Source: an optimization exercise on an open RTL-to-GDS flow (aim: small area, a short achievable clock period and few clock cycles per item). Production flows keep margins and buffers that such runs may drop. The RTL was checked by simulation tests, not by an equivalence proof against the original design.

## flow/config.mk

```make
export PLATFORM = sky130hd
export DESIGN_NAME = cosine_distance_unit
export DESIGN_NICKNAME = cosine_distance_unit
export VERILOG_FILES = /design/flow/design.v
export SDC_FILE = /design/flow/constraint.sdc
export NUM_CORES = 4
export LEC_CHECK = 0
export ABC_AREA = 1
export CAP_MARGIN = 0
export CORE_MARGIN = 2
export CORE_UTILIZATION = 60
export GPL_ROUTABILITY_DRIVEN = 0
export PLACE_DENSITY = 0.7
export SETUP_SLACK_MARGIN = 5
export SLEW_MARGIN = 0
export TNS_END_PERCENT = 1
```

## flow/constraint.sdc

```tcl
create_clock -name core_clock -period 12.0 [get_ports {clk}]
set_input_delay 2.4000 -clock core_clock [delete_from_list [all_inputs] [get_ports {clk}]]
set_output_delay 2.4000 -clock core_clock [all_outputs]
set_load 0.01 [all_outputs]
```

## flow/design.v

```verilog
module cosine_distance_unit #(
    parameter int W     = 16,
    parameter int FRAC  = 11,
    parameter int TERMS = 4
) (
    input  logic         clk,
    input  logic         reset_n,
    input  logic         start,
    input  logic [W-1:0] x_in,
    input  logic [W-1:0] v_in,
    output logic         busy,
    output logic         done,
    output logic [W-1:0] cos_out,
    output logic [W-1:0] distance,
    output logic         sat
);
    logic s1_q, s2_q, s3_q, done_q;
    logic accept;
    logic [15:0] a_q, b_q, d_q;
    logic        hi_q, ds_q;
    logic        sat_q;
    assign busy   = s1_q | s2_q | s3_q;
    assign accept = start & ~busy;
    logic [15:0] x2f;
    assign x2f = a_q;
    logic [14:0] bc;
    logic        big;
    assign bc  = b_q[14:0];
    assign big = hi_q | b_q[15];
    logic [22:0] t2_full;
    logic [11:0] term2;
    logic cw464, cw465, cw466, cw467, cw468, cw469, cw470, cw471, cw472, cw473, cw474, cw475, cw476, cw477, cw478, cw479, cw480, cw481, cw482, cw483, cw484, cw485, cw486, cw487, cw488, cw489, cw490, cw491, cw492, cw493, cw494, cw495, cw496, cw497, cw498, cw499, cw500, cw501, cw502, cw503, cw504, cw505, cw506, cw507, cw508, cw509, cw510, cw511, cw512, cw513, cw514, cw515, cw516, cw517, cw518, cw519, cw520, cw521, cw522, cw523, cw524, cw525, cw526, cw527, cw528, cw529, cw530, cw531, cw532, cw533, cw534, cw535, cw536, cw537, cw538, cw539, cw540, cw541, cw542, cw543, cw544, cw545, cw546, cw547, cw548, cw549, cw550, cw551, cw552, cw553, cw554, cw555, cw556, cw557, cw558, cw559, cw560, cw561, cw562, cw563, cw564, cw565, cw566, cw567, cw568, cw569, cw570, cw571, cw572, cw573, cw574, cw575, cw576, cw577, cw578, cw579, cw580, cw581, cw582, cw583, cw584, cw585, cw586, cw587, cw588, cw589, cw590, cw591, cw592, cw593, cw594, cw595, cw596, cw597, cw598, cw599, cw600, cw601, cw602, cw603, cw604, cw605, cw606, cw607, cw608, cw609, cw610, cw611, cw612, cw613, cw614, cw615, cw616, cw617, cw618, cw619, cw620, cw621, cw622, cw623, cw624, cw625, cw626, cw627, cw628, cw629, cw630, cw631, cw632, cw633, cw634, cw635, cw636, cw637, cw638, cw639, cw640, cw641, cw642, cw643, cw644, cw645, cw646, cw647, cw648, cw649, cw650, cw651, cw652, cw653, cw654, cw655, cw656, cw657, cw658, cw659, cw660, cw661, cw662, cw663, cw664, cw665, cw666, cw667, cw668, cw669, cw670, cw671, cw672, cw673, cw674, cw675, cw676, cw677, cw678, cw679, cw680, cw681, cw682, cw683, cw684, cw685, cw686, cw687, cw688, cw689, cw690, cw691, cw692, cw693, cw694, cw695, cw696, cw697, cw698, cw699, cw700, cw701, cw702, cw703, cw704, cw705, cw706, cw707, cw708, cw709, cw710, cw711, cw712, cw713, cw714, cw715, cw716, cw717, cw718, cw719, cw720, cw721, cw722, cw723, cw724, cw725, cw726;
    assign cw464 = bc[5] ^ bc[4];
    assign cw465 = bc[5] & bc[4];
    assign cw466 = bc[6] ^ bc[5] ^ bc[3];
    assign cw467 = (bc[6] & bc[5]) | (bc[6] & bc[3]) | (bc[5] & bc[3]);
    assign cw468 = bc[7] ^ bc[6] ^ bc[4];
    assign cw469 = (bc[7] & bc[6]) | (bc[7] & bc[4]) | (bc[6] & bc[4]);
    assign cw470 = bc[2] ^ bc[0];
    assign cw471 = bc[2] & bc[0];
    assign cw472 = bc[8] ^ bc[7] ^ bc[5];
    assign cw473 = (bc[8] & bc[7]) | (bc[8] & bc[5]) | (bc[7] & bc[5]);
    assign cw474 = bc[3] ^ bc[1] ^ 1'b1;
    assign cw475 = (bc[3] & bc[1]) | (bc[3] & 1'b1) | (bc[1] & 1'b1);
    assign cw476 = bc[9] ^ bc[8] ^ bc[6];
    assign cw477 = (bc[9] & bc[8]) | (bc[9] & bc[6]) | (bc[8] & bc[6]);
    assign cw478 = bc[4] ^ bc[2] ^ 1'b1;
    assign cw479 = (bc[4] & bc[2]) | (bc[4] & 1'b1) | (bc[2] & 1'b1);
    assign cw480 = bc[10] ^ bc[9] ^ bc[7];
    assign cw481 = (bc[10] & bc[9]) | (bc[10] & bc[7]) | (bc[9] & bc[7]);
    assign cw482 = bc[5] ^ bc[3] ^ 1'b1;
    assign cw483 = (bc[5] & bc[3]) | (bc[5] & 1'b1) | (bc[3] & 1'b1);
    assign cw484 = bc[11] ^ bc[10] ^ bc[8];
    assign cw485 = (bc[11] & bc[10]) | (bc[11] & bc[8]) | (bc[10] & bc[8]);
    assign cw486 = bc[6] ^ bc[4];
    assign cw487 = bc[6] & bc[4];
    assign cw488 = bc[12] ^ bc[11] ^ bc[9];
    assign cw489 = (bc[12] & bc[11]) | (bc[12] & bc[9]) | (bc[11] & bc[9]);
    assign cw490 = bc[7] ^ bc[5];
    assign cw491 = bc[7] & bc[5];
    assign cw492 = bc[13] ^ bc[12] ^ bc[10];
    assign cw493 = (bc[13] & bc[12]) | (bc[13] & bc[10]) | (bc[12] & bc[10]);
    assign cw494 = bc[8] ^ bc[6];
    assign cw495 = bc[8] & bc[6];
    assign cw496 = bc[14] ^ bc[13] ^ bc[11];
    assign cw497 = (bc[14] & bc[13]) | (bc[14] & bc[11]) | (bc[13] & bc[11]);
    assign cw498 = bc[9] ^ bc[7];
    assign cw499 = bc[9] & bc[7];
    assign cw500 = bc[14] ^ bc[12] ^ bc[10];
    assign cw501 = (bc[14] & bc[12]) | (bc[14] & bc[10]) | (bc[12] & bc[10]);
    assign cw502 = bc[3] ^ bc[2];
    assign cw503 = bc[3] & bc[2];
    assign cw504 = bc[4] ^ bc[3] ^ bc[1];
    assign cw505 = (bc[4] & bc[3]) | (bc[4] & bc[1]) | (bc[3] & bc[1]);
    assign cw506 = bc[2] ^ bc[0] ^ 1'b1;
    assign cw507 = (bc[2] & bc[0]) | (bc[2] & 1'b1) | (bc[0] & 1'b1);
    assign cw508 = bc[1] ^ 1'b1 ^ cw465;
    assign cw509 = (bc[1] & 1'b1) | (bc[1] & cw465) | (1'b1 & cw465);
    assign cw510 = 1'b1 ^ cw467 ^ cw468;
    assign cw511 = (1'b1 & cw467) | (1'b1 & cw468) | (cw467 & cw468);
    assign cw512 = cw469 ^ cw471 ^ cw472;
    assign cw513 = (cw469 & cw471) | (cw469 & cw472) | (cw471 & cw472);
    assign cw514 = cw473 ^ cw475 ^ cw476;
    assign cw515 = (cw473 & cw475) | (cw473 & cw476) | (cw475 & cw476);
    assign cw516 = cw477 ^ cw479 ^ cw480;
    assign cw517 = (cw477 & cw479) | (cw477 & cw480) | (cw479 & cw480);
    assign cw518 = cw481 ^ cw483 ^ cw484;
    assign cw519 = (cw481 & cw483) | (cw481 & cw484) | (cw483 & cw484);
    assign cw520 = cw485 ^ cw487 ^ cw488;
    assign cw521 = (cw485 & cw487) | (cw485 & cw488) | (cw487 & cw488);
    assign cw522 = cw489 ^ cw491 ^ cw492;
    assign cw523 = (cw489 & cw491) | (cw489 & cw492) | (cw491 & cw492);
    assign cw524 = cw493 ^ cw495 ^ cw496;
    assign cw525 = (cw493 & cw495) | (cw493 & cw496) | (cw495 & cw496);
    assign cw526 = bc[8] ^ cw497 ^ cw499;
    assign cw527 = (bc[8] & cw497) | (bc[8] & cw499) | (cw497 & cw499);
    assign cw528 = bc[13] ^ bc[11] ^ bc[9];
    assign cw529 = (bc[13] & bc[11]) | (bc[13] & bc[9]) | (bc[11] & bc[9]);
    assign cw530 = bc[14] ^ bc[12];
    assign cw531 = bc[14] & bc[12];
    assign cw532 = bc[1] ^ bc[0];
    assign cw533 = bc[1] & bc[0];
    assign cw534 = bc[2] ^ bc[1] ^ 1'b1;
    assign cw535 = (bc[2] & bc[1]) | (bc[2] & 1'b1) | (bc[1] & 1'b1);
    assign cw536 = bc[0] ^ 1'b1 ^ cw502;
    assign cw537 = (bc[0] & 1'b1) | (bc[0] & cw502) | (1'b1 & cw502);
    assign cw538 = 1'b1 ^ cw503 ^ cw504;
    assign cw539 = (1'b1 & cw503) | (1'b1 & cw504) | (cw503 & cw504);
    assign cw540 = cw464 ^ cw505 ^ cw506;
    assign cw541 = (cw464 & cw505) | (cw464 & cw506) | (cw505 & cw506);
    assign cw542 = cw466 ^ cw507 ^ cw508;
    assign cw543 = (cw466 & cw507) | (cw466 & cw508) | (cw507 & cw508);
    assign cw544 = cw470 ^ cw509 ^ cw510;
    assign cw545 = (cw470 & cw509) | (cw470 & cw510) | (cw509 & cw510);
    assign cw546 = cw474 ^ cw511 ^ cw512;
    assign cw547 = (cw474 & cw511) | (cw474 & cw512) | (cw511 & cw512);
    assign cw548 = cw478 ^ cw513 ^ cw514;
    assign cw549 = (cw478 & cw513) | (cw478 & cw514) | (cw513 & cw514);
    assign cw550 = cw482 ^ cw515 ^ cw516;
    assign cw551 = (cw482 & cw515) | (cw482 & cw516) | (cw515 & cw516);
    assign cw552 = cw486 ^ cw517 ^ cw518;
    assign cw553 = (cw486 & cw517) | (cw486 & cw518) | (cw517 & cw518);
    assign cw554 = cw490 ^ cw519 ^ cw520;
    assign cw555 = (cw490 & cw519) | (cw490 & cw520) | (cw519 & cw520);
    assign cw556 = cw494 ^ cw521 ^ cw522;
    assign cw557 = (cw494 & cw521) | (cw494 & cw522) | (cw521 & cw522);
    assign cw558 = cw498 ^ cw523 ^ cw524;
    assign cw559 = (cw498 & cw523) | (cw498 & cw524) | (cw523 & cw524);
    assign cw560 = cw500 ^ cw525 ^ cw526;
    assign cw561 = (cw500 & cw525) | (cw500 & cw526) | (cw525 & cw526);
    assign cw562 = cw501 ^ cw527 ^ cw528;
    assign cw563 = (cw501 & cw527) | (cw501 & cw528) | (cw527 & cw528);
    assign cw564 = bc[10] ^ cw529 ^ cw530;
    assign cw565 = (bc[10] & cw529) | (bc[10] & cw530) | (cw529 & cw530);
    assign cw566 = bc[13] ^ bc[11] ^ cw531;
    assign cw567 = (bc[13] & bc[11]) | (bc[13] & cw531) | (bc[11] & cw531);
    assign cw568 = bc[14] ^ bc[12];
    assign cw569 = bc[14] & bc[12];
    assign cw570 = bc[0] & 1'b1;
    assign cw571 = bc[0] ^ 1'b1;
    assign cw572 = 1'b1 & cw532;
    assign cw573 = 1'b1 ^ cw532;
    assign cw574 = cw533 & cw534;
    assign cw575 = cw533 ^ cw534;
    assign cw576 = cw535 & cw536;
    assign cw577 = cw535 ^ cw536;
    assign cw578 = cw537 & cw538;
    assign cw579 = cw537 ^ cw538;
    assign cw580 = cw539 & cw540;
    assign cw581 = cw539 ^ cw540;
    assign cw582 = cw541 & cw542;
    assign cw583 = cw541 ^ cw542;
    assign cw584 = cw543 & cw544;
    assign cw585 = cw543 ^ cw544;
    assign cw586 = cw545 & cw546;
    assign cw587 = cw545 ^ cw546;
    assign cw588 = cw547 & cw548;
    assign cw589 = cw547 ^ cw548;
    assign cw590 = cw549 & cw550;
    assign cw591 = cw549 ^ cw550;
    assign cw592 = cw551 & cw552;
    assign cw593 = cw551 ^ cw552;
    assign cw594 = cw553 & cw554;
    assign cw595 = cw553 ^ cw554;
    assign cw596 = cw555 & cw556;
    assign cw597 = cw555 ^ cw556;
    assign cw598 = cw557 & cw558;
    assign cw599 = cw557 ^ cw558;
    assign cw600 = cw559 & cw560;
    assign cw601 = cw559 ^ cw560;
    assign cw602 = cw561 & cw562;
    assign cw603 = cw561 ^ cw562;
    assign cw604 = cw563 & cw564;
    assign cw605 = cw563 ^ cw564;
    assign cw606 = cw565 & cw566;
    assign cw607 = cw565 ^ cw566;
    assign cw608 = cw567 & cw568;
    assign cw609 = cw567 ^ cw568;
    assign cw610 = bc[13] & cw569;
    assign cw611 = bc[13] ^ cw569;
    assign cw612 = cw572 | (cw573 & cw570);
    assign cw613 = cw573 & cw571;
    assign cw614 = cw576 | (cw577 & cw574);
    assign cw615 = cw577 & cw575;
    assign cw616 = cw580 | (cw581 & cw578);
    assign cw617 = cw581 & cw579;
    assign cw618 = cw584 | (cw585 & cw582);
    assign cw619 = cw585 & cw583;
    assign cw620 = cw588 | (cw589 & cw586);
    assign cw621 = cw589 & cw587;
    assign cw622 = cw592 | (cw593 & cw590);
    assign cw623 = cw593 & cw591;
    assign cw624 = cw596 | (cw597 & cw594);
    assign cw625 = cw597 & cw595;
    assign cw626 = cw600 | (cw601 & cw598);
    assign cw627 = cw601 & cw599;
    assign cw628 = cw604 | (cw605 & cw602);
    assign cw629 = cw605 & cw603;
    assign cw630 = cw608 | (cw609 & cw606);
    assign cw631 = cw609 & cw607;
    assign cw632 = 1'b0 | (bc[14] & cw610);
    assign cw633 = bc[14] & cw611;
    assign cw634 = cw574 | (cw575 & cw612);
    assign cw635 = cw575 & cw613;
    assign cw636 = cw614 | (cw615 & cw612);
    assign cw637 = cw615 & cw613;
    assign cw638 = cw582 | (cw583 & cw616);
    assign cw639 = cw583 & cw617;
    assign cw640 = cw618 | (cw619 & cw616);
    assign cw641 = cw619 & cw617;
    assign cw642 = cw590 | (cw591 & cw620);
    assign cw643 = cw591 & cw621;
    assign cw644 = cw622 | (cw623 & cw620);
    assign cw645 = cw623 & cw621;
    assign cw646 = cw598 | (cw599 & cw624);
    assign cw647 = cw599 & cw625;
    assign cw648 = cw626 | (cw627 & cw624);
    assign cw649 = cw627 & cw625;
    assign cw650 = cw606 | (cw607 & cw628);
    assign cw651 = cw607 & cw629;
    assign cw652 = cw630 | (cw631 & cw628);
    assign cw653 = cw631 & cw629;
    assign cw654 = 1'b0;
    assign cw655 = cw578 | (cw579 & cw636);
    assign cw656 = cw579 & cw637;
    assign cw657 = cw616 | (cw617 & cw636);
    assign cw658 = cw617 & cw637;
    assign cw659 = cw638 | (cw639 & cw636);
    assign cw660 = cw639 & cw637;
    assign cw661 = cw640 | (cw641 & cw636);
    assign cw662 = cw641 & cw637;
    assign cw663 = cw594 | (cw595 & cw644);
    assign cw664 = cw595 & cw645;
    assign cw665 = cw624 | (cw625 & cw644);
    assign cw666 = cw625 & cw645;
    assign cw667 = cw646 | (cw647 & cw644);
    assign cw668 = cw647 & cw645;
    assign cw669 = cw648 | (cw649 & cw644);
    assign cw670 = cw649 & cw645;
    assign cw671 = cw610 | (cw611 & cw652);
    assign cw672 = cw611 & cw653;
    assign cw673 = cw632 | (cw633 & cw652);
    assign cw674 = cw633 & cw653;
    assign cw675 = cw654;
    assign cw676 = cw586 | (cw587 & cw661);
    assign cw677 = cw587 & cw662;
    assign cw678 = cw620 | (cw621 & cw661);
    assign cw679 = cw621 & cw662;
    assign cw680 = cw642 | (cw643 & cw661);
    assign cw681 = cw643 & cw662;
    assign cw682 = cw644 | (cw645 & cw661);
    assign cw683 = cw645 & cw662;
    assign cw684 = cw663 | (cw664 & cw661);
    assign cw685 = cw664 & cw662;
    assign cw686 = cw665 | (cw666 & cw661);
    assign cw687 = cw666 & cw662;
    assign cw688 = cw667 | (cw668 & cw661);
    assign cw689 = cw668 & cw662;
    assign cw690 = cw669 | (cw670 & cw661);
    assign cw691 = cw670 & cw662;
    assign cw692 = cw602 | (cw603 & cw690);
    assign cw693 = cw603 & cw691;
    assign cw694 = cw628 | (cw629 & cw690);
    assign cw695 = cw629 & cw691;
    assign cw696 = cw650 | (cw651 & cw690);
    assign cw697 = cw651 & cw691;
    assign cw698 = cw652 | (cw653 & cw690);
    assign cw699 = cw653 & cw691;
    assign cw700 = cw671 | (cw672 & cw690);
    assign cw701 = cw672 & cw691;
    assign cw702 = cw673 | (cw674 & cw690);
    assign cw703 = cw674 & cw691;
    assign cw704 = cw675;
    assign cw705 = cw573 ^ cw570;
    assign cw706 = cw575 ^ cw612;
    assign cw707 = cw577 ^ cw634;
    assign cw708 = cw579 ^ cw636;
    assign cw709 = cw581 ^ cw655;
    assign cw710 = cw583 ^ cw657;
    assign cw711 = cw585 ^ cw659;
    assign cw712 = cw587 ^ cw661;
    assign cw713 = cw589 ^ cw676;
    assign cw714 = cw591 ^ cw678;
    assign cw715 = cw593 ^ cw680;
    assign cw716 = cw595 ^ cw682;
    assign cw717 = cw597 ^ cw684;
    assign cw718 = cw599 ^ cw686;
    assign cw719 = cw601 ^ cw688;
    assign cw720 = cw603 ^ cw690;
    assign cw721 = cw605 ^ cw692;
    assign cw722 = cw607 ^ cw694;
    assign cw723 = cw609 ^ cw696;
    assign cw724 = cw611 ^ cw698;
    assign cw725 = bc[14] ^ cw700;
    assign cw726 = 1'b0 ^ cw702;
    assign t2_full = {cw726, cw725, cw724, cw723, cw722, cw721, cw720, cw719, cw718, cw717, cw716, cw715, cw714, cw713, cw712, cw711, cw710, cw709, cw708, cw707, cw706, cw705, cw571};
    assign term2   = big ? 12'd2736 : t2_full[22:11];
    logic [19:0] t3_full;
    logic [15:0] expr3;
    assign t3_full = bc * 5'd17;
    assign expr3   = d_q - {5'd0, (big ? 11'd1087 : t3_full[19:9])};
    logic [15:0] mr;
    logic [14:0] mcand;
    assign mr = busy ? x2f : {{2{x_in[13]}}, x_in[13:0]};
    always_comb begin
        if (s1_q) mcand = {1'b0, x2f[14:1]};
        else if (s2_q) mcand = {3'd0, term2};
        else if (s3_q) mcand = expr3[14:0];
        else mcand = {x_in[13], x_in[13:0]};
    end
    logic [15:0] me;
    logic [16:0] bx;
    logic [15:0] row [8];
    logic [29:0] negv;
    logic [29:0] prod;
    assign me = {mcand[14], mcand};
    assign bx = {mr, 1'b0};
    always_comb begin
        negv = '0;
        for (int i = 0; i < 8; i++) begin
            logic b0, b1, b2, one, two, neg;
            b0  = bx[2*i];
            b1  = bx[2*i+1];
            b2  = bx[2*i+2];
            one = b0 ^ b1;
            two = (b2 & ~b1 & ~b0) | (~b2 & b1 & b0);
            neg = b2;
            for (int j = 0; j < 16; j++) begin
                row[i][j] = ((one & me[j]) | (two & ((j == 0) ? 1'b0 : me[j-1]))) ^ neg;
            end
            negv[2*i] = neg;
        end
    end
    logic tw1, tw2, tw3, tw4, tw5, tw6, tw7, tw8, tw9, tw10, tw11, tw12, tw13, tw14, tw15, tw16, tw17, tw18, tw19, tw20, tw21, tw22, tw23, tw24, tw25, tw26, tw27, tw28, tw29, tw30, tw31, tw32, tw33, tw34, tw35, tw36, tw37, tw38, tw39, tw40, tw41, tw42, tw43, tw44, tw45, tw46, tw47, tw48, tw49, tw50, tw51, tw52, tw53, tw54, tw55, tw56, tw57, tw58, tw59, tw60, tw61, tw62, tw63, tw64, tw65, tw66, tw67, tw68, tw69, tw70, tw71, tw72, tw73, tw74, tw75, tw76, tw77, tw78, tw79, tw80, tw81, tw82, tw83, tw84, tw85, tw86, tw87, tw88, tw89, tw90, tw91, tw92, tw93, tw94, tw95, tw96, tw97, tw98, tw99, tw100, tw101, tw102, tw103, tw104, tw105, tw106, tw107, tw108, tw109, tw110, tw111, tw112, tw113, tw114, tw115, tw116, tw117, tw118, tw119, tw120, tw121, tw122, tw123, tw124, tw125, tw126, tw127, tw128, tw129, tw130, tw131, tw132, tw133, tw134, tw135, tw136, tw137, tw138, tw139, tw140, tw141, tw142, tw143, tw144, tw145, tw146, tw147, tw148, tw149, tw150, tw151, tw152, tw153, tw154, tw155, tw156, tw157, tw158, tw159, tw160, tw161, tw162, tw163, tw164, tw165, tw166, tw167, tw168, tw169, tw170, tw171, tw172, tw173, tw174, tw175, tw176, tw177, tw178, tw179, tw180, tw181, tw182, tw183, tw184, tw185, tw186, tw187, tw188, tw189, tw190, tw191, tw192, tw193, tw194, tw195, tw196, tw197, tw198, tw199, tw200, tw201, tw202, tw203, tw204, tw205, tw206, tw207, tw208, tw209, tw210, tw211, tw212, tw213, tw214, tw215, tw216, tw217, tw218, tw219, tw220, tw221, tw222, tw223, tw224, tw225, tw226, tw227, tw228, tw229, tw230, tw231, tw232, tw233, tw234, tw235, tw236, tw237, tw238, tw239, tw240, tw241, tw242, tw243, tw244, tw245, tw246, tw247, tw248, tw249, tw250, tw251, tw252, tw253, tw254, tw255, tw256, tw257, tw258, tw259, tw260, tw261, tw262, tw263, tw264, tw265, tw266, tw267, tw268, tw269, tw270, tw271, tw272, tw273, tw274, tw275, tw276, tw277, tw278, tw279, tw280, tw281, tw282, tw283, tw284, tw285, tw286, tw287, tw288, tw289, tw290, tw291, tw292, tw293, tw294, tw295, tw296, tw297, tw298, tw299, tw300, tw301, tw302, tw303, tw304, tw305, tw306, tw307, tw308, tw309, tw310, tw311, tw312, tw313, tw314, tw315, tw316, tw317, tw318, tw319, tw320, tw321, tw322, tw323, tw324, tw325, tw326, tw327, tw328, tw329, tw330, tw331, tw332, tw333, tw334, tw335, tw336, tw337, tw338, tw339, tw340, tw341, tw342, tw343, tw344, tw345, tw346, tw347, tw348, tw349, tw350, tw351, tw352, tw353, tw354, tw355, tw356, tw357, tw358, tw359, tw360, tw361, tw362, tw363, tw364, tw365, tw366, tw367, tw368, tw369, tw370, tw371, tw372, tw373, tw374, tw375, tw376, tw377, tw378, tw379, tw380, tw381, tw382, tw383, tw384, tw385, tw386, tw387, tw388, tw389, tw390, tw391, tw392, tw393, tw394, tw395, tw396, tw397, tw398, tw399, tw400, tw401, tw402, tw403, tw404, tw405, tw406, tw407, tw408, tw409, tw410, tw411, tw412, tw413, tw414, tw415, tw416, tw417, tw418, tw419, tw420, tw421, tw422, tw423, tw424, tw425, tw426, tw427, tw428, tw429, tw430, tw431, tw432, tw433, tw434, tw435, tw436, tw437, tw438, tw439, tw440, tw441, tw442, tw443, tw444, tw445, tw446, tw447, tw448, tw449, tw450, tw451, tw452, tw453, tw454, tw455, tw456, tw457, tw458, tw459, tw460, tw461, tw462, tw463;
    assign tw1 = row[0][8] ^ row[1][6];
    assign tw2 = row[0][8] & row[1][6];
    assign tw3 = row[0][9] ^ row[1][7];
    assign tw4 = row[0][9] & row[1][7];
    assign tw5 = row[0][10] ^ row[1][8] ^ row[2][6];
    assign tw6 = (row[0][10] & row[1][8]) | (row[0][10] & row[2][6]) | (row[1][8] & row[2][6]);
    assign tw7 = row[3][4] ^ row[4][2];
    assign tw8 = row[3][4] & row[4][2];
    assign tw9 = row[0][11] ^ row[1][9] ^ row[2][7];
    assign tw10 = (row[0][11] & row[1][9]) | (row[0][11] & row[2][7]) | (row[1][9] & row[2][7]);
    assign tw11 = row[0][12] ^ row[1][10] ^ row[2][8];
    assign tw12 = (row[0][12] & row[1][10]) | (row[0][12] & row[2][8]) | (row[1][10] & row[2][8]);
    assign tw13 = row[3][6] ^ row[4][4];
    assign tw14 = row[3][6] & row[4][4];
    assign tw15 = row[0][13] ^ row[1][11] ^ row[2][9];
    assign tw16 = (row[0][13] & row[1][11]) | (row[0][13] & row[2][9]) | (row[1][11] & row[2][9]);
    assign tw17 = row[3][7] ^ row[4][5];
    assign tw18 = row[3][7] & row[4][5];
    assign tw19 = row[0][14] ^ row[1][12] ^ row[2][10];
    assign tw20 = (row[0][14] & row[1][12]) | (row[0][14] & row[2][10]) | (row[1][12] & row[2][10]);
    assign tw21 = row[3][8] ^ row[4][6] ^ row[5][4];
    assign tw22 = (row[3][8] & row[4][6]) | (row[3][8] & row[5][4]) | (row[4][6] & row[5][4]);
    assign tw23 = row[6][2] ^ row[7][0];
    assign tw24 = row[6][2] & row[7][0];
    assign tw25 = ~row[0][15] ^ row[1][13] ^ row[2][11];
    assign tw26 = (~row[0][15] & row[1][13]) | (~row[0][15] & row[2][11]) | (row[1][13] & row[2][11]);
    assign tw27 = row[3][9] ^ row[4][7] ^ row[5][5];
    assign tw28 = (row[3][9] & row[4][7]) | (row[3][9] & row[5][5]) | (row[4][7] & row[5][5]);
    assign tw29 = row[6][3] ^ row[7][1] ^ 1'b1;
    assign tw30 = (row[6][3] & row[7][1]) | (row[6][3] & 1'b1) | (row[7][1] & 1'b1);
    assign tw31 = row[1][14] ^ row[2][12] ^ row[3][10];
    assign tw32 = (row[1][14] & row[2][12]) | (row[1][14] & row[3][10]) | (row[2][12] & row[3][10]);
    assign tw33 = row[4][8] ^ row[5][6] ^ row[6][4];
    assign tw34 = (row[4][8] & row[5][6]) | (row[4][8] & row[6][4]) | (row[5][6] & row[6][4]);
    assign tw35 = row[7][2] ^ 1'b1;
    assign tw36 = row[7][2] & 1'b1;
    assign tw37 = ~row[1][15] ^ row[2][13] ^ row[3][11];
    assign tw38 = (~row[1][15] & row[2][13]) | (~row[1][15] & row[3][11]) | (row[2][13] & row[3][11]);
    assign tw39 = row[4][9] ^ row[5][7] ^ row[6][5];
    assign tw40 = (row[4][9] & row[5][7]) | (row[4][9] & row[6][5]) | (row[5][7] & row[6][5]);
    assign tw41 = row[2][14] ^ row[3][12] ^ row[4][10];
    assign tw42 = (row[2][14] & row[3][12]) | (row[2][14] & row[4][10]) | (row[3][12] & row[4][10]);
    assign tw43 = row[5][8] ^ row[6][6];
    assign tw44 = row[5][8] & row[6][6];
    assign tw45 = ~row[2][15] ^ row[3][13] ^ row[4][11];
    assign tw46 = (~row[2][15] & row[3][13]) | (~row[2][15] & row[4][11]) | (row[3][13] & row[4][11]);
    assign tw47 = row[3][14] ^ row[4][12];
    assign tw48 = row[3][14] & row[4][12];
    assign tw49 = row[0][4] ^ row[1][2];
    assign tw50 = row[0][4] & row[1][2];
    assign tw51 = row[0][5] ^ row[1][3];
    assign tw52 = row[0][5] & row[1][3];
    assign tw53 = row[0][6] ^ row[1][4] ^ row[2][2];
    assign tw54 = (row[0][6] & row[1][4]) | (row[0][6] & row[2][2]) | (row[1][4] & row[2][2]);
    assign tw55 = row[3][0] ^ negv[6];
    assign tw56 = row[3][0] & negv[6];
    assign tw57 = row[0][7] ^ row[1][5] ^ row[2][3];
    assign tw58 = (row[0][7] & row[1][5]) | (row[0][7] & row[2][3]) | (row[1][5] & row[2][3]);
    assign tw59 = row[3][1] ^ s1_q;
    assign tw60 = row[3][1] & s1_q;
    assign tw61 = row[2][4] ^ row[3][2] ^ row[4][0];
    assign tw62 = (row[2][4] & row[3][2]) | (row[2][4] & row[4][0]) | (row[3][2] & row[4][0]);
    assign tw63 = negv[8] ^ s1_q ^ tw1;
    assign tw64 = (negv[8] & s1_q) | (negv[8] & tw1) | (s1_q & tw1);
    assign tw65 = row[2][5] ^ row[3][3] ^ row[4][1];
    assign tw66 = (row[2][5] & row[3][3]) | (row[2][5] & row[4][1]) | (row[3][3] & row[4][1]);
    assign tw67 = s1_q ^ tw2 ^ tw3;
    assign tw68 = (s1_q & tw2) | (s1_q & tw3) | (tw2 & tw3);
    assign tw69 = row[5][0] ^ negv[10] ^ s1_q;
    assign tw70 = (row[5][0] & negv[10]) | (row[5][0] & s1_q) | (negv[10] & s1_q);
    assign tw71 = tw4 ^ tw5 ^ tw7;
    assign tw72 = (tw4 & tw5) | (tw4 & tw7) | (tw5 & tw7);
    assign tw73 = row[3][5] ^ row[4][3] ^ row[5][1];
    assign tw74 = (row[3][5] & row[4][3]) | (row[3][5] & row[5][1]) | (row[4][3] & row[5][1]);
    assign tw75 = tw6 ^ tw8 ^ tw9;
    assign tw76 = (tw6 & tw8) | (tw6 & tw9) | (tw8 & tw9);
    assign tw77 = row[5][2] ^ row[6][0] ^ negv[12];
    assign tw78 = (row[5][2] & row[6][0]) | (row[5][2] & negv[12]) | (row[6][0] & negv[12]);
    assign tw79 = tw10 ^ tw11 ^ tw13;
    assign tw80 = (tw10 & tw11) | (tw10 & tw13) | (tw11 & tw13);
    assign tw81 = row[5][3] ^ row[6][1] ^ tw12;
    assign tw82 = (row[5][3] & row[6][1]) | (row[5][3] & tw12) | (row[6][1] & tw12);
    assign tw83 = tw14 ^ tw15 ^ tw17;
    assign tw84 = (tw14 & tw15) | (tw14 & tw17) | (tw15 & tw17);
    assign tw85 = negv[14] ^ tw16 ^ tw18;
    assign tw86 = (negv[14] & tw16) | (negv[14] & tw18) | (tw16 & tw18);
    assign tw87 = tw19 ^ tw21 ^ tw23;
    assign tw88 = (tw19 & tw21) | (tw19 & tw23) | (tw21 & tw23);
    assign tw89 = tw20 ^ tw22 ^ tw24;
    assign tw90 = (tw20 & tw22) | (tw20 & tw24) | (tw22 & tw24);
    assign tw91 = tw25 ^ tw27 ^ tw29;
    assign tw92 = (tw25 & tw27) | (tw25 & tw29) | (tw27 & tw29);
    assign tw93 = tw26 ^ tw28 ^ tw30;
    assign tw94 = (tw26 & tw28) | (tw26 & tw30) | (tw28 & tw30);
    assign tw95 = tw31 ^ tw33 ^ tw35;
    assign tw96 = (tw31 & tw33) | (tw31 & tw35) | (tw33 & tw35);
    assign tw97 = row[7][3] ^ tw32 ^ tw34;
    assign tw98 = (row[7][3] & tw32) | (row[7][3] & tw34) | (tw32 & tw34);
    assign tw99 = tw36 ^ tw37 ^ tw39;
    assign tw100 = (tw36 & tw37) | (tw36 & tw39) | (tw37 & tw39);
    assign tw101 = row[7][4] ^ 1'b1 ^ tw38;
    assign tw102 = (row[7][4] & 1'b1) | (row[7][4] & tw38) | (1'b1 & tw38);
    assign tw103 = tw40 ^ tw41 ^ tw43;
    assign tw104 = (tw40 & tw41) | (tw40 & tw43) | (tw41 & tw43);
    assign tw105 = row[5][9] ^ row[6][7] ^ row[7][5];
    assign tw106 = (row[5][9] & row[6][7]) | (row[5][9] & row[7][5]) | (row[6][7] & row[7][5]);
    assign tw107 = tw42 ^ tw44 ^ tw45;
    assign tw108 = (tw42 & tw44) | (tw42 & tw45) | (tw44 & tw45);
    assign tw109 = row[5][10] ^ row[6][8] ^ row[7][6];
    assign tw110 = (row[5][10] & row[6][8]) | (row[5][10] & row[7][6]) | (row[6][8] & row[7][6]);
    assign tw111 = 1'b1 ^ tw46 ^ tw47;
    assign tw112 = (1'b1 & tw46) | (1'b1 & tw47) | (tw46 & tw47);
    assign tw113 = ~row[3][15] ^ row[4][13] ^ row[5][11];
    assign tw114 = (~row[3][15] & row[4][13]) | (~row[3][15] & row[5][11]) | (row[4][13] & row[5][11]);
    assign tw115 = row[6][9] ^ row[7][7] ^ tw48;
    assign tw116 = (row[6][9] & row[7][7]) | (row[6][9] & tw48) | (row[7][7] & tw48);
    assign tw117 = row[4][14] ^ row[5][12] ^ row[6][10];
    assign tw118 = (row[4][14] & row[5][12]) | (row[4][14] & row[6][10]) | (row[5][12] & row[6][10]);
    assign tw119 = row[7][8] ^ 1'b1;
    assign tw120 = row[7][8] & 1'b1;
    assign tw121 = ~row[4][15] ^ row[5][13] ^ row[6][11];
    assign tw122 = (~row[4][15] & row[5][13]) | (~row[4][15] & row[6][11]) | (row[5][13] & row[6][11]);
    assign tw123 = row[5][14] ^ row[6][12];
    assign tw124 = row[5][14] & row[6][12];
    assign tw125 = row[0][2] ^ row[1][0];
    assign tw126 = row[0][2] & row[1][0];
    assign tw127 = row[0][3] ^ row[1][1];
    assign tw128 = row[0][3] & row[1][1];
    assign tw129 = row[2][0] ^ negv[4] ^ s1_q;
    assign tw130 = (row[2][0] & negv[4]) | (row[2][0] & s1_q) | (negv[4] & s1_q);
    assign tw131 = row[2][1] ^ s1_q ^ tw50;
    assign tw132 = (row[2][1] & s1_q) | (row[2][1] & tw50) | (s1_q & tw50);
    assign tw133 = s1_q ^ tw52 ^ tw53;
    assign tw134 = (s1_q & tw52) | (s1_q & tw53) | (tw52 & tw53);
    assign tw135 = tw54 ^ tw56 ^ tw57;
    assign tw136 = (tw54 & tw56) | (tw54 & tw57) | (tw56 & tw57);
    assign tw137 = tw58 ^ tw60 ^ tw61;
    assign tw138 = (tw58 & tw60) | (tw58 & tw61) | (tw60 & tw61);
    assign tw139 = tw62 ^ tw64 ^ tw65;
    assign tw140 = (tw62 & tw64) | (tw62 & tw65) | (tw64 & tw65);
    assign tw141 = tw66 ^ tw68 ^ tw69;
    assign tw142 = (tw66 & tw68) | (tw66 & tw69) | (tw68 & tw69);
    assign tw143 = tw70 ^ tw72 ^ tw73;
    assign tw144 = (tw70 & tw72) | (tw70 & tw73) | (tw72 & tw73);
    assign tw145 = tw74 ^ tw76 ^ tw77;
    assign tw146 = (tw74 & tw76) | (tw74 & tw77) | (tw76 & tw77);
    assign tw147 = tw78 ^ tw80 ^ tw81;
    assign tw148 = (tw78 & tw80) | (tw78 & tw81) | (tw80 & tw81);
    assign tw149 = tw82 ^ tw84 ^ tw85;
    assign tw150 = (tw82 & tw84) | (tw82 & tw85) | (tw84 & tw85);
    assign tw151 = tw86 ^ tw88 ^ tw89;
    assign tw152 = (tw86 & tw88) | (tw86 & tw89) | (tw88 & tw89);
    assign tw153 = tw90 ^ tw92 ^ tw93;
    assign tw154 = (tw90 & tw92) | (tw90 & tw93) | (tw92 & tw93);
    assign tw155 = tw94 ^ tw96 ^ tw97;
    assign tw156 = (tw94 & tw96) | (tw94 & tw97) | (tw96 & tw97);
    assign tw157 = tw98 ^ tw100 ^ tw101;
    assign tw158 = (tw98 & tw100) | (tw98 & tw101) | (tw100 & tw101);
    assign tw159 = tw102 ^ tw104 ^ tw105;
    assign tw160 = (tw102 & tw104) | (tw102 & tw105) | (tw104 & tw105);
    assign tw161 = tw106 ^ tw108 ^ tw109;
    assign tw162 = (tw106 & tw108) | (tw106 & tw109) | (tw108 & tw109);
    assign tw163 = tw110 ^ tw112 ^ tw113;
    assign tw164 = (tw110 & tw112) | (tw110 & tw113) | (tw112 & tw113);
    assign tw165 = tw114 ^ tw116 ^ tw117;
    assign tw166 = (tw114 & tw116) | (tw114 & tw117) | (tw116 & tw117);
    assign tw167 = row[7][9] ^ tw118 ^ tw120;
    assign tw168 = (row[7][9] & tw118) | (row[7][9] & tw120) | (tw118 & tw120);
    assign tw169 = row[7][10] ^ 1'b1 ^ tw122;
    assign tw170 = (row[7][10] & 1'b1) | (row[7][10] & tw122) | (1'b1 & tw122);
    assign tw171 = ~row[5][15] ^ row[6][13] ^ row[7][11];
    assign tw172 = (~row[5][15] & row[6][13]) | (~row[5][15] & row[7][11]) | (row[6][13] & row[7][11]);
    assign tw173 = row[6][14] ^ row[7][12];
    assign tw174 = row[6][14] & row[7][12];
    assign tw175 = row[0][0] ^ negv[0];
    assign tw176 = row[0][0] & negv[0];
    assign tw177 = row[0][1] ^ s1_q;
    assign tw178 = row[0][1] & s1_q;
    assign tw179 = negv[2] ^ s1_q ^ tw125;
    assign tw180 = (negv[2] & s1_q) | (negv[2] & tw125) | (s1_q & tw125);
    assign tw181 = s1_q ^ tw126 ^ tw127;
    assign tw182 = (s1_q & tw126) | (s1_q & tw127) | (tw126 & tw127);
    assign tw183 = tw49 ^ tw128 ^ tw129;
    assign tw184 = (tw49 & tw128) | (tw49 & tw129) | (tw128 & tw129);
    assign tw185 = tw51 ^ tw130 ^ tw131;
    assign tw186 = (tw51 & tw130) | (tw51 & tw131) | (tw130 & tw131);
    assign tw187 = tw55 ^ tw132 ^ tw133;
    assign tw188 = (tw55 & tw132) | (tw55 & tw133) | (tw132 & tw133);
    assign tw189 = tw59 ^ tw134 ^ tw135;
    assign tw190 = (tw59 & tw134) | (tw59 & tw135) | (tw134 & tw135);
    assign tw191 = tw63 ^ tw136 ^ tw137;
    assign tw192 = (tw63 & tw136) | (tw63 & tw137) | (tw136 & tw137);
    assign tw193 = tw67 ^ tw138 ^ tw139;
    assign tw194 = (tw67 & tw138) | (tw67 & tw139) | (tw138 & tw139);
    assign tw195 = tw71 ^ tw140 ^ tw141;
    assign tw196 = (tw71 & tw140) | (tw71 & tw141) | (tw140 & tw141);
    assign tw197 = tw75 ^ tw142 ^ tw143;
    assign tw198 = (tw75 & tw142) | (tw75 & tw143) | (tw142 & tw143);
    assign tw199 = tw79 ^ tw144 ^ tw145;
    assign tw200 = (tw79 & tw144) | (tw79 & tw145) | (tw144 & tw145);
    assign tw201 = tw83 ^ tw146 ^ tw147;
    assign tw202 = (tw83 & tw146) | (tw83 & tw147) | (tw146 & tw147);
    assign tw203 = tw87 ^ tw148 ^ tw149;
    assign tw204 = (tw87 & tw148) | (tw87 & tw149) | (tw148 & tw149);
    assign tw205 = tw91 ^ tw150 ^ tw151;
    assign tw206 = (tw91 & tw150) | (tw91 & tw151) | (tw150 & tw151);
    assign tw207 = tw95 ^ tw152 ^ tw153;
    assign tw208 = (tw95 & tw152) | (tw95 & tw153) | (tw152 & tw153);
    assign tw209 = tw99 ^ tw154 ^ tw155;
    assign tw210 = (tw99 & tw154) | (tw99 & tw155) | (tw154 & tw155);
    assign tw211 = tw103 ^ tw156 ^ tw157;
    assign tw212 = (tw103 & tw156) | (tw103 & tw157) | (tw156 & tw157);
    assign tw213 = tw107 ^ tw158 ^ tw159;
    assign tw214 = (tw107 & tw158) | (tw107 & tw159) | (tw158 & tw159);
    assign tw215 = tw111 ^ tw160 ^ tw161;
    assign tw216 = (tw111 & tw160) | (tw111 & tw161) | (tw160 & tw161);
    assign tw217 = tw115 ^ tw162 ^ tw163;
    assign tw218 = (tw115 & tw162) | (tw115 & tw163) | (tw162 & tw163);
    assign tw219 = tw119 ^ tw164 ^ tw165;
    assign tw220 = (tw119 & tw164) | (tw119 & tw165) | (tw164 & tw165);
    assign tw221 = tw121 ^ tw166 ^ tw167;
    assign tw222 = (tw121 & tw166) | (tw121 & tw167) | (tw166 & tw167);
    assign tw223 = tw123 ^ tw168 ^ tw169;
    assign tw224 = (tw123 & tw168) | (tw123 & tw169) | (tw168 & tw169);
    assign tw225 = tw124 ^ tw170 ^ tw171;
    assign tw226 = (tw124 & tw170) | (tw124 & tw171) | (tw170 & tw171);
    assign tw227 = 1'b1 ^ tw172 ^ tw173;
    assign tw228 = (1'b1 & tw172) | (1'b1 & tw173) | (tw172 & tw173);
    assign tw229 = ~row[6][15] ^ row[7][13] ^ tw174;
    assign tw230 = (~row[6][15] & row[7][13]) | (~row[6][15] & tw174) | (row[7][13] & tw174);
    assign tw231 = row[7][14] ^ 1'b1;
    assign tw232 = row[7][14] & 1'b1;
    assign tw233 = s1_q & tw175;
    assign tw234 = s1_q ^ tw175;
    assign tw235 = tw176 & tw177;
    assign tw236 = tw176 ^ tw177;
    assign tw237 = tw178 & tw179;
    assign tw238 = tw178 ^ tw179;
    assign tw239 = tw180 & tw181;
    assign tw240 = tw180 ^ tw181;
    assign tw241 = tw182 & tw183;
    assign tw242 = tw182 ^ tw183;
    assign tw243 = tw184 & tw185;
    assign tw244 = tw184 ^ tw185;
    assign tw245 = tw186 & tw187;
    assign tw246 = tw186 ^ tw187;
    assign tw247 = tw188 & tw189;
    assign tw248 = tw188 ^ tw189;
    assign tw249 = tw190 & tw191;
    assign tw250 = tw190 ^ tw191;
    assign tw251 = tw192 & tw193;
    assign tw252 = tw192 ^ tw193;
    assign tw253 = tw194 & tw195;
    assign tw254 = tw194 ^ tw195;
    assign tw255 = tw196 & tw197;
    assign tw256 = tw196 ^ tw197;
    assign tw257 = tw198 & tw199;
    assign tw258 = tw198 ^ tw199;
    assign tw259 = tw200 & tw201;
    assign tw260 = tw200 ^ tw201;
    assign tw261 = tw202 & tw203;
    assign tw262 = tw202 ^ tw203;
    assign tw263 = tw204 & tw205;
    assign tw264 = tw204 ^ tw205;
    assign tw265 = tw206 & tw207;
    assign tw266 = tw206 ^ tw207;
    assign tw267 = tw208 & tw209;
    assign tw268 = tw208 ^ tw209;
    assign tw269 = tw210 & tw211;
    assign tw270 = tw210 ^ tw211;
    assign tw271 = tw212 & tw213;
    assign tw272 = tw212 ^ tw213;
    assign tw273 = tw214 & tw215;
    assign tw274 = tw214 ^ tw215;
    assign tw275 = tw216 & tw217;
    assign tw276 = tw216 ^ tw217;
    assign tw277 = tw218 & tw219;
    assign tw278 = tw218 ^ tw219;
    assign tw279 = tw220 & tw221;
    assign tw280 = tw220 ^ tw221;
    assign tw281 = tw222 & tw223;
    assign tw282 = tw222 ^ tw223;
    assign tw283 = tw224 & tw225;
    assign tw284 = tw224 ^ tw225;
    assign tw285 = tw226 & tw227;
    assign tw286 = tw226 ^ tw227;
    assign tw287 = tw228 & tw229;
    assign tw288 = tw228 ^ tw229;
    assign tw289 = tw230 & tw231;
    assign tw290 = tw230 ^ tw231;
    assign tw291 = ~row[7][15] & tw232;
    assign tw292 = ~row[7][15] ^ tw232;
    assign tw293 = tw235 | (tw236 & tw233);
    assign tw294 = tw236 & tw234;
    assign tw295 = tw239 | (tw240 & tw237);
    assign tw296 = tw240 & tw238;
    assign tw297 = tw243 | (tw244 & tw241);
    assign tw298 = tw244 & tw242;
    assign tw299 = tw247 | (tw248 & tw245);
    assign tw300 = tw248 & tw246;
    assign tw301 = tw251 | (tw252 & tw249);
    assign tw302 = tw252 & tw250;
    assign tw303 = tw255 | (tw256 & tw253);
    assign tw304 = tw256 & tw254;
    assign tw305 = tw259 | (tw260 & tw257);
    assign tw306 = tw260 & tw258;
    assign tw307 = tw263 | (tw264 & tw261);
    assign tw308 = tw264 & tw262;
    assign tw309 = tw267 | (tw268 & tw265);
    assign tw310 = tw268 & tw266;
    assign tw311 = tw271 | (tw272 & tw269);
    assign tw312 = tw272 & tw270;
    assign tw313 = tw275 | (tw276 & tw273);
    assign tw314 = tw276 & tw274;
    assign tw315 = tw279 | (tw280 & tw277);
    assign tw316 = tw280 & tw278;
    assign tw317 = tw283 | (tw284 & tw281);
    assign tw318 = tw284 & tw282;
    assign tw319 = tw287 | (tw288 & tw285);
    assign tw320 = tw288 & tw286;
    assign tw321 = tw291 | (tw292 & tw289);
    assign tw322 = tw292 & tw290;
    assign tw323 = tw237 | (tw238 & tw293);
    assign tw324 = tw238 & tw294;
    assign tw325 = tw295 | (tw296 & tw293);
    assign tw326 = tw296 & tw294;
    assign tw327 = tw245 | (tw246 & tw297);
    assign tw328 = tw246 & tw298;
    assign tw329 = tw299 | (tw300 & tw297);
    assign tw330 = tw300 & tw298;
    assign tw331 = tw253 | (tw254 & tw301);
    assign tw332 = tw254 & tw302;
    assign tw333 = tw303 | (tw304 & tw301);
    assign tw334 = tw304 & tw302;
    assign tw335 = tw261 | (tw262 & tw305);
    assign tw336 = tw262 & tw306;
    assign tw337 = tw307 | (tw308 & tw305);
    assign tw338 = tw308 & tw306;
    assign tw339 = tw269 | (tw270 & tw309);
    assign tw340 = tw270 & tw310;
    assign tw341 = tw311 | (tw312 & tw309);
    assign tw342 = tw312 & tw310;
    assign tw343 = tw277 | (tw278 & tw313);
    assign tw344 = tw278 & tw314;
    assign tw345 = tw315 | (tw316 & tw313);
    assign tw346 = tw316 & tw314;
    assign tw347 = tw285 | (tw286 & tw317);
    assign tw348 = tw286 & tw318;
    assign tw349 = tw319 | (tw320 & tw317);
    assign tw350 = tw320 & tw318;
    assign tw351 = tw241 | (tw242 & tw325);
    assign tw352 = tw242 & tw326;
    assign tw353 = tw297 | (tw298 & tw325);
    assign tw354 = tw298 & tw326;
    assign tw355 = tw327 | (tw328 & tw325);
    assign tw356 = tw328 & tw326;
    assign tw357 = tw329 | (tw330 & tw325);
    assign tw358 = tw330 & tw326;
    assign tw359 = tw257 | (tw258 & tw333);
    assign tw360 = tw258 & tw334;
    assign tw361 = tw305 | (tw306 & tw333);
    assign tw362 = tw306 & tw334;
    assign tw363 = tw335 | (tw336 & tw333);
    assign tw364 = tw336 & tw334;
    assign tw365 = tw337 | (tw338 & tw333);
    assign tw366 = tw338 & tw334;
    assign tw367 = tw273 | (tw274 & tw341);
    assign tw368 = tw274 & tw342;
    assign tw369 = tw313 | (tw314 & tw341);
    assign tw370 = tw314 & tw342;
    assign tw371 = tw343 | (tw344 & tw341);
    assign tw372 = tw344 & tw342;
    assign tw373 = tw345 | (tw346 & tw341);
    assign tw374 = tw346 & tw342;
    assign tw375 = tw289 | (tw290 & tw349);
    assign tw376 = tw290 & tw350;
    assign tw377 = tw321 | (tw322 & tw349);
    assign tw378 = tw322 & tw350;
    assign tw379 = tw249 | (tw250 & tw357);
    assign tw380 = tw250 & tw358;
    assign tw381 = tw301 | (tw302 & tw357);
    assign tw382 = tw302 & tw358;
    assign tw383 = tw331 | (tw332 & tw357);
    assign tw384 = tw332 & tw358;
    assign tw385 = tw333 | (tw334 & tw357);
    assign tw386 = tw334 & tw358;
    assign tw387 = tw359 | (tw360 & tw357);
    assign tw388 = tw360 & tw358;
    assign tw389 = tw361 | (tw362 & tw357);
    assign tw390 = tw362 & tw358;
    assign tw391 = tw363 | (tw364 & tw357);
    assign tw392 = tw364 & tw358;
    assign tw393 = tw365 | (tw366 & tw357);
    assign tw394 = tw366 & tw358;
    assign tw395 = tw281 | (tw282 & tw373);
    assign tw396 = tw282 & tw374;
    assign tw397 = tw317 | (tw318 & tw373);
    assign tw398 = tw318 & tw374;
    assign tw399 = tw347 | (tw348 & tw373);
    assign tw400 = tw348 & tw374;
    assign tw401 = tw349 | (tw350 & tw373);
    assign tw402 = tw350 & tw374;
    assign tw403 = tw375 | (tw376 & tw373);
    assign tw404 = tw376 & tw374;
    assign tw405 = tw377 | (tw378 & tw373);
    assign tw406 = tw378 & tw374;
    assign tw407 = tw265 | (tw266 & tw393);
    assign tw408 = tw266 & tw394;
    assign tw409 = tw309 | (tw310 & tw393);
    assign tw410 = tw310 & tw394;
    assign tw411 = tw339 | (tw340 & tw393);
    assign tw412 = tw340 & tw394;
    assign tw413 = tw341 | (tw342 & tw393);
    assign tw414 = tw342 & tw394;
    assign tw415 = tw367 | (tw368 & tw393);
    assign tw416 = tw368 & tw394;
    assign tw417 = tw369 | (tw370 & tw393);
    assign tw418 = tw370 & tw394;
    assign tw419 = tw371 | (tw372 & tw393);
    assign tw420 = tw372 & tw394;
    assign tw421 = tw373 | (tw374 & tw393);
    assign tw422 = tw374 & tw394;
    assign tw423 = tw395 | (tw396 & tw393);
    assign tw424 = tw396 & tw394;
    assign tw425 = tw397 | (tw398 & tw393);
    assign tw426 = tw398 & tw394;
    assign tw427 = tw399 | (tw400 & tw393);
    assign tw428 = tw400 & tw394;
    assign tw429 = tw401 | (tw402 & tw393);
    assign tw430 = tw402 & tw394;
    assign tw431 = tw403 | (tw404 & tw393);
    assign tw432 = tw404 & tw394;
    assign tw433 = tw405 | (tw406 & tw393);
    assign tw434 = tw406 & tw394;
    assign tw435 = tw236 ^ tw233;
    assign tw436 = tw238 ^ tw293;
    assign tw437 = tw240 ^ tw323;
    assign tw438 = tw242 ^ tw325;
    assign tw439 = tw244 ^ tw351;
    assign tw440 = tw246 ^ tw353;
    assign tw441 = tw248 ^ tw355;
    assign tw442 = tw250 ^ tw357;
    assign tw443 = tw252 ^ tw379;
    assign tw444 = tw254 ^ tw381;
    assign tw445 = tw256 ^ tw383;
    assign tw446 = tw258 ^ tw385;
    assign tw447 = tw260 ^ tw387;
    assign tw448 = tw262 ^ tw389;
    assign tw449 = tw264 ^ tw391;
    assign tw450 = tw266 ^ tw393;
    assign tw451 = tw268 ^ tw407;
    assign tw452 = tw270 ^ tw409;
    assign tw453 = tw272 ^ tw411;
    assign tw454 = tw274 ^ tw413;
    assign tw455 = tw276 ^ tw415;
    assign tw456 = tw278 ^ tw417;
    assign tw457 = tw280 ^ tw419;
    assign tw458 = tw282 ^ tw421;
    assign tw459 = tw284 ^ tw423;
    assign tw460 = tw286 ^ tw425;
    assign tw461 = tw288 ^ tw427;
    assign tw462 = tw290 ^ tw429;
    assign tw463 = tw292 ^ tw431;
    assign prod = {tw463, tw462, tw461, tw460, tw459, tw458, tw457, tw456, tw455, tw454, tw453, tw452, tw451, tw450, tw449, tw448, tw447, tw446, tw445, tw444, tw443, tw442, tw441, tw440, tw439, tw438, tw437, tw436, tw435, tw234};
    logic x2ovf;
    assign x2ovf = (x_in[15:13] != 3'b000 && x_in[15:13] != 3'b111) || prod[26];
    logic sat1, sat3;
    assign sat1 = hi_q | (b_q[15] & (b_q[14:0] != 15'd0));
    assign sat3 = hi_q | (d_q[15] ^ ds_q);
    logic [15:0] e2;
    assign e2 = 16'd2048 - {2'b00, x2f[14:1]} + {4'd0, term2};
    always_ff @(posedge clk or negedge reset_n) begin
        if (!reset_n) begin
            s1_q   <= 1'b0;
            s2_q   <= 1'b0;
            s3_q   <= 1'b0;
            done_q <= 1'b0;
        end else begin
            s1_q <= accept;
            s2_q <= s1_q;
            s3_q <= s2_q;
            if (accept) done_q <= 1'b0;
            else if (s3_q) done_q <= 1'b1;
        end
    end
    always_ff @(posedge clk) begin
        if (accept) a_q <= {1'b0, prod[25:11] | {15{x2ovf}}};
        else if (s2_q) a_q <= d_q;
        if (s1_q | s2_q) b_q <= prod[26:11];
        else if (s3_q) b_q <= expr3;
        if (busy) begin
            hi_q <= (s3_q ? ((prod[29:27] != 3'b000) && (prod[29:27] != 3'b111))
                          : (prod[29:27] != 3'b000));
            ds_q <= prod[29];
        end
        if (accept) d_q <= v_in;
        else if (s2_q) d_q <= e2;
        else if (s3_q) d_q <= prod[26:11];
        if (accept) sat_q <= x2ovf;
        else if (s2_q) sat_q <= sat_q | sat1;
        else if (s3_q) sat_q <= sat_q | big;
    end
    assign done     = done_q;
    assign cos_out  = b_q;
    assign distance = sat3 ? (ds_q ? 16'h8000 : 16'h7fff) : d_q;
    assign sat      = sat_q | sat3;
endmodule
```

## flow/run.sh

```bash
#!/bin/bash
# synth_recipe.tcl (not shown) runs the flow's synth.tcl, then flattens the netlist and writes it again
# the make line also repeats each setting of config.mk as NAME=value (left out here)
make -C /OpenROAD-flow-scripts/flow DESIGN_CONFIG=/design/flow/config.mk WORK_HOME=/design/flow/orfs CLKGATE_MAP_FILE= SYNTH_SCRIPT=/design/flow/synth_recipe.tcl finish
```

==> run notes, run 1 <==
Setup TNS = 0 ps
Max Cap Viol = 0
TritonCTS clock tree = yes
Fin crit period = 8730 ps
Antenna violations before repair = 0
Post-synth top area share = 19.0%
Post-DP HPWL = 35400 um
HP Class = reg -> reg
Final core utilization = 71.3%
Non-filler cells, final = 2506
Synth Warn # = 2
Critical path startpoint category = flop
Post-Syn Area = 14000 um^2
Critical path's largest stage delay = 610 ps
Synth Area in Adders = 30.0%
Die area = 24600 um^2
FF-to-FF Start = b_q[5]
Reg2reg end = a_q[8]
Fmax = 0.115 GHz
IO buf count = 69
Period utilization = 72.8%
Die X-Extent = 157 um
Buf+Inv Stages, Crit Path = 11
Slew headroom = 30.0%
Final net count = 2490
Final setup fails = 0
Distinct cells, synth = 56
TritonCTS Buffers = 5
Synth Flop Type = edfxtp_1
Synthesized Nets = 2384
Mux contribution to synthesized area = 0.0713%
# fillers = 1962
Synth Area in Simple Gates = 30.3%
Final Max Tran Viols = 0
Slowest stage cell on the critical path = fa_1
Async S/R FF share, synth = 7.27%
Drt via density = 5.86
Total grt overflow = 0
Most common cell in the netlist = nand2_1
Worst-Skew Late Latency = 310 ps
Largest family of logic cells by synthesized area = simple AND/OR/NAND/NOR gates
Number of synthesized flops with an enable pin = 50
Avg Cell Area, Syn = 6.73 um^2
Unrepaired setup endpoints after global routing = true
Drt drc = 0
Post-synthesis cell count = 2086
Hold path startpoint = done_q
Pre-antenna DRT Iters = 6
Vias in the first global route = 13700
CTS H-Tree Depth = 2
Setup crit end kind = flop
WL/cell = 19.0 um
Clk pin slew, worst setup/hold paths = 80 ps
Largest net degree at the start of global routing = 52
Placeable Area = 22800 um^2
CP top delay family = adder cells
Complex-gate fraction of the synthesized area = 11.3%
FF-to-FF setup slack = 3270 ps
Total vias in the final route = 14700
Total GRT Usage = 38.3%
Sequential standard cell area = 1620 um^2
Initial Utilization = 61.6%
First-pass GRT wire length = 72600 um
Num rows = 55
Clk buf depth = 2
# hold bufs at CTS = 0
Most frequent cell on the critical path = nand2_1
Top cells by area, synth = nand2_1, fa_1, ha_1, edfxtp_1, inv_1
Layout area overhead = 15.7%
Worst-margin pin slew = 1050 ps
Register area share after synthesis = 11.6%
Critical Path AT = 8790 ps
Share of cells above drive strength 1 = 13.5%
I/O pin cnt = 70
Placed Instances = 2409
Seq cells post-synth = 55
Antenna viol nets, final = 0
# diodes = 0
Final worst clock skew = 13.3 ps
Fin Hold WS = 518 ps
Xor/xnor share of the synthesized area = 4.74%
Initial drt markers = 1755
Clk root buf = clkbuf_16
Clock Sink Count = 55
Outcome = complete, no violations
Leading area contributor after synthesis = nand2_1
Final WL = 47600 um
R2R cell count = 46
Top cells by count, synth = nand2_1, inv_1, nand3_1, ha_1, fa_1
Worst Path Max Fanout = 6
Final Hold Fails = 0
Critical path class = reg -> reg
Crit path required time = 12060 ps
Die H = 157 um
WHS Path Cells = 2
Hold Path Sink = done_q
Multi-input logic area = 11300 um^2
[area by class of cell]
| class | count | share of cell area, % |
|---|---|---|
| sequential | 55 | 9.99 |
| clock buffer | 7 | 0.878 |
| multi-input combinational | 1627 | 69.8 |
| clock inverter | 1 | 0.0539 |
| timing repair buffer | 161 | 8.79 |
| tap | 313 | 2.41 |
| inverter | 342 | 8.08 |
[registers in the layout (all words and copies together), names as in the netlist]
signal and flops:
d_q 16, hi_q 1, done_q 1, ds_q 1, a_q 16, s3_q 1, b_q 16, s1_q 1
sat_q 1, s2_q 1
[stage by stage]
step | worst slack (ps) | cell area (um^2)
2_1_floorplan | 3900 | 14100
3_3_place_gp | 2600 | 14800
3_5_place_dp | 2580 | 14800
4_1_cts | 3530 | 15700
5_1_grt | 2950 | 16200
6_report | 3270 | 16200
[tightest hold or removal path, cell delays in order, from the launching register on]
cell     delay (ps)
dfrtp_1         350
o21ai_0          80
inv_1            60
[repair_timing]
| action | CTS | global route |
|---|---|---|
| cloned | 2 | 1 |
| resized for setup | 51 | 80 |
| setup buffers | 59 | 27 |
| pin swaps | 33 | 59 |
| setup endpoints to repair | 50 | 50 |
[worst max-delay path by stage]
stage,from,end,depth (start not counted)
CTS,b_q[9],d_q[6],39
detailed placement,x_in[3],b_q[6],26
global route,b_q[7],a_q[8],44
global placement,x_in[3],b_q[6],29
floorplan,b_q[8],a_q[5],44
finish,b_q[5],a_q[8],46
[cell usage in the layout (no fill, tap or decap), types with 14 or more instances in the layout]
cell type,instances
nand2_1,689
inv_1,297
nand3_1,157
ha_1,131
fa_1,109
buf_4,82
nor2_1,74
o21ai_0,74
clkdlybuf4s50_1,69
xor2_1,63
a21oi_1,60
edfxtp_1,50
inv_2,34
nand2_2,29
o21ai_1,22
nor2_2,16
o22ai_1,14
fa_2,14
[kinds of logic after synthesis]
family,count (synthesis)
simple gates,1021
buf+inv,407
compound gates,263
fa+ha+maj,263
xor+xnor,76
flops,55
mux,1
[routing by layer]
metal | up-vias | GRT usage [%] | wire length, um
met2 | 847 | 61.5 | 21300
li1 | 6846 | - | -
met5 | - | 0 | 0
met3 | 165 | 4.93 | 4960
met4 | 0 | 14.5 | 2210
met1 | 6834 | 53.0 | 19100
Testbench counts, summed over its fixed seeds: cycles 6,400, items 1,600.
==> inputs of run 2 (changes only) <==
--- a/flow/config.mk
+++ b/flow/config.mk
@@ -9,7 +9,6 @@
 export CAP_MARGIN = 0
 export CORE_MARGIN = 2
 export CORE_UTILIZATION = 60
-export GPL_ROUTABILITY_DRIVEN = 0
 export PLACE_DENSITY = 0.7
 export SETUP_SLACK_MARGIN = 5
 export SLEW_MARGIN = 0
==> run notes, run 2 <==
Outcome = complete, no violations
Placeable Area = 22800 um^2
Num rows = 55
Fin crit period = 8500 ps
Post-Syn Area = 14000 um^2
Distinct cells, synth = 56
Max Cap Viol = 0
Pre-antenna DRT Iters = 6
FF-to-FF setup slack = 3500 ps
Share of cells above drive strength 1 = 14.8%
Post-DP HPWL = 35500 um
Register area share after synthesis = 11.6%
Fmax = 0.118 GHz
Top cells by area, synth = nand2_1, fa_1, ha_1, edfxtp_1, inv_1
Layout area overhead = 17.1%
HP Class = reg -> reg
Final Cell Area = 16400 um^2
Drt drc = 0
Met2 Use GR = 61.9%
# diodes = 0
IO buf count = 69
I/O pin cnt = 70
Clk root buf = clkbuf_16
Synthesized Nets = 2384
Busiest grt layer = met2
Total vias in the final route = 14800
Clock Sink Count = 55
Worst-Skew Late Latency = 300 ps
Setup crit end kind = flop
Slew headroom = 28.9%
Synth Warn # = 2
Period utilization = 70.8%
Final worst clock skew = 9.69 ps
Non-filler cells, final = 2509
WL/cell = 19.4 um
Drt via density = 5.91
Initial Utilization = 61.6%
Commonest non-fill, non-tap cell in the layout = nand2_1
Antenna violations before repair = 0
Critical Path AT = 8550 ps
Final WL = 48800 um
Grt met3 use = 6.94%
Final setup fails = 0
Post-DP Area = 14800 um^2
Post-synth top area share = 19.0%
Unrepaired setup endpoints after global routing = true
Final Hold Fails = 0
Placed Instances = 2411
Initial drt markers = 1687
GPL Wtd Cong = 0.956
Die area = 24600 um^2
Crit path required time = 12050 ps
TritonCTS clock tree = yes
Worst Path Max Fanout = 8
Async S/R FF share, synth = 7.27%
Setup WS post-layout = 3500 ps
Met1 GRT Util = 53.7%
Largest registers = a_q x16, b_q x16, d_q x16
Slowest stage cell on the critical path = fa_1
Seq cells post-synth = 55
TritonCTS Buffers = 5
Clk buf depth = 2
Avg Cell Area, Syn = 6.73 um^2
Antenna viol nets, final = 0
CTS H-Tree Depth = 2
Synth Flop Type = edfxtp_1
Placement Setup Slack = 2800 ps
Setup TNS = 0 ps
Number of synthesized flops with an enable pin = 50
Total grt overflow = 0
Worst-margin pin slew = 1060 ps
Top cells by count, synth = nand2_1, inv_1, nand3_1, ha_1, fa_1
Critical path startpoint category = flop
Most common cell in the netlist = nand2_1
Most frequent cell on the critical path = fa_1
Die H = 157 um
Final net count = 2493
Post-synthesis cell count = 2086
Total GRT Usage = 39.2%
Commonest non-fill, non-tap cells in the layout = nand2_1, inv_1, nand3_1
Critical path class = reg -> reg
First-pass GRT wire length = 74200 um
Leading area contributor after synthesis = nand2_1
CP top delay family = adder cells
Final Max Tran Viols = 0
Die X-Extent = 157 um
Critical path's largest stage delay = 560 ps
Buf+Inv Stages, Crit Path = 6
Vias in the first global route = 13800
Largest net degree at the start of global routing = 51
Clk pin slew, worst setup/hold paths = 70 ps
[run 2: cell count changes in the layout (fill, tap and decap cells not counted), sizes merged]
cell	delta
a21oi	-1
inv	-3
buf	+4
clkinvlp	+4
clkinv	-1
[run 2: repair_timing]
action,in CTS,in global routing
buffers inserted,68,20
cloned,2,0
pin swaps,59,70
resized for setup,96,70
hold buffers,0,0
setup endpoints to repair,50,50
[run 2: worst reg2reg max path, delay by kind of cell (launching register included)]
family	cells	cell delay, ps
AOI/OAI and AO/OA	5	910
xor gates and xnor gates	1	100
adders and majority gates	10	4110
buffers and inverters	6	700
DFF	1	540
and+or+nand+nor	17	1840
[run 2: final cells by class]
cell class / count / area, um^2
clock buffer: 7 / 133
inverter: 342 / 1320
multi-input combinational: 1626 / 11500
fill: 1941 / 6350
tap: 313 / 392
sequential: 55 / 1620
clock inverter: 1 / 7.51
timing repair buffer: 165 / 1450
[run 2: kinds of logic (layout without fill, tap and decap cells)]
| group | Yosys count | after routing | share of synthesized area (%) |
|---|---|---|---|
| buffers and inverters | 407 | 515 | 12.0 |
| AO/OA/AOI/OAI | 263 | 263 | 11.3 |
| adder cells (fa/ha/maj) | 263 | 263 | 30.0 |
| multiplexers | 1 | 1 | 0.0713 |
| XOR/XNOR | 76 | 76 | 4.74 |
| AND/OR/NAND/NOR | 1021 | 1023 | 30.3 |
| flip-flops | 55 | 55 | 11.6 |
[run 2: path summary, 6_finish.rpt]
kind,start,end,cells past startpoint
min in group asynchronous,reset_n,s3_q,1
setup reg to reg,b_q[10],a_q[13],39
max in group asynchronous,reset_n,s1_q,1
setup / recovery,b_q[10],a_q[13],39
hold / removal,done_q,done_q,2
hold reg to reg,done_q,done_q,2
[run 2: per-stage QoR]
stage | hold WS (ps) | utilization (%)
floorplan | 424 | -
global placement | 479 | 65.2
detailed placement | 495 | 65.2
CTS | 519 | 70.2
global route | 559 | 72.1
finish | 514 | 72.1
[run 2: layer usage]
metal | vias up | part of all wire, %
met4 | 0 | 4.0
met1 | 6949 | 40
li1 | 6849 | -
met2 | 874 | 45
met3 | 148 | 11
met5 | - | 0

what the ideal ports hide:
No port has a modelled driver above. Below, the same layouts with a new extraction and two added sets of constraints.
Step 1: set_driving_cell puts a clkbuf_16 on clk and a buf_2 on each other input, an assumption about the parent block.
Step 2 adds t to the input delays and takes it off the output delays; t is the mean of the earliest and latest rising clock arrival at the registers after step 1. Input paths then give back, and output paths get back, about the clock's delay inside the block.
Three values: no drivers, after step 1, after step 2; two values: the first two.
| run | shift t [ns] | setup WS [ns] | worst hold slack (ns) | worst slew at a driven data input, ns |
|---|---|---|---|---|
| run 1 | 0.342 | 3.270 / 3.270 / 2.995 | 0.518 / 0.518 / 0.518 | 0.04 |
| run 2 | 0.337 | 3.499 / 3.499 / 3.351 | 0.514 / 0.514 / 0.514 | 0.04 |
After both steps every run listed still meets setup and hold. The setup slack of run 1, which loses most, moves by 0.000 ns with the drivers and by -0.275 ns with both steps.
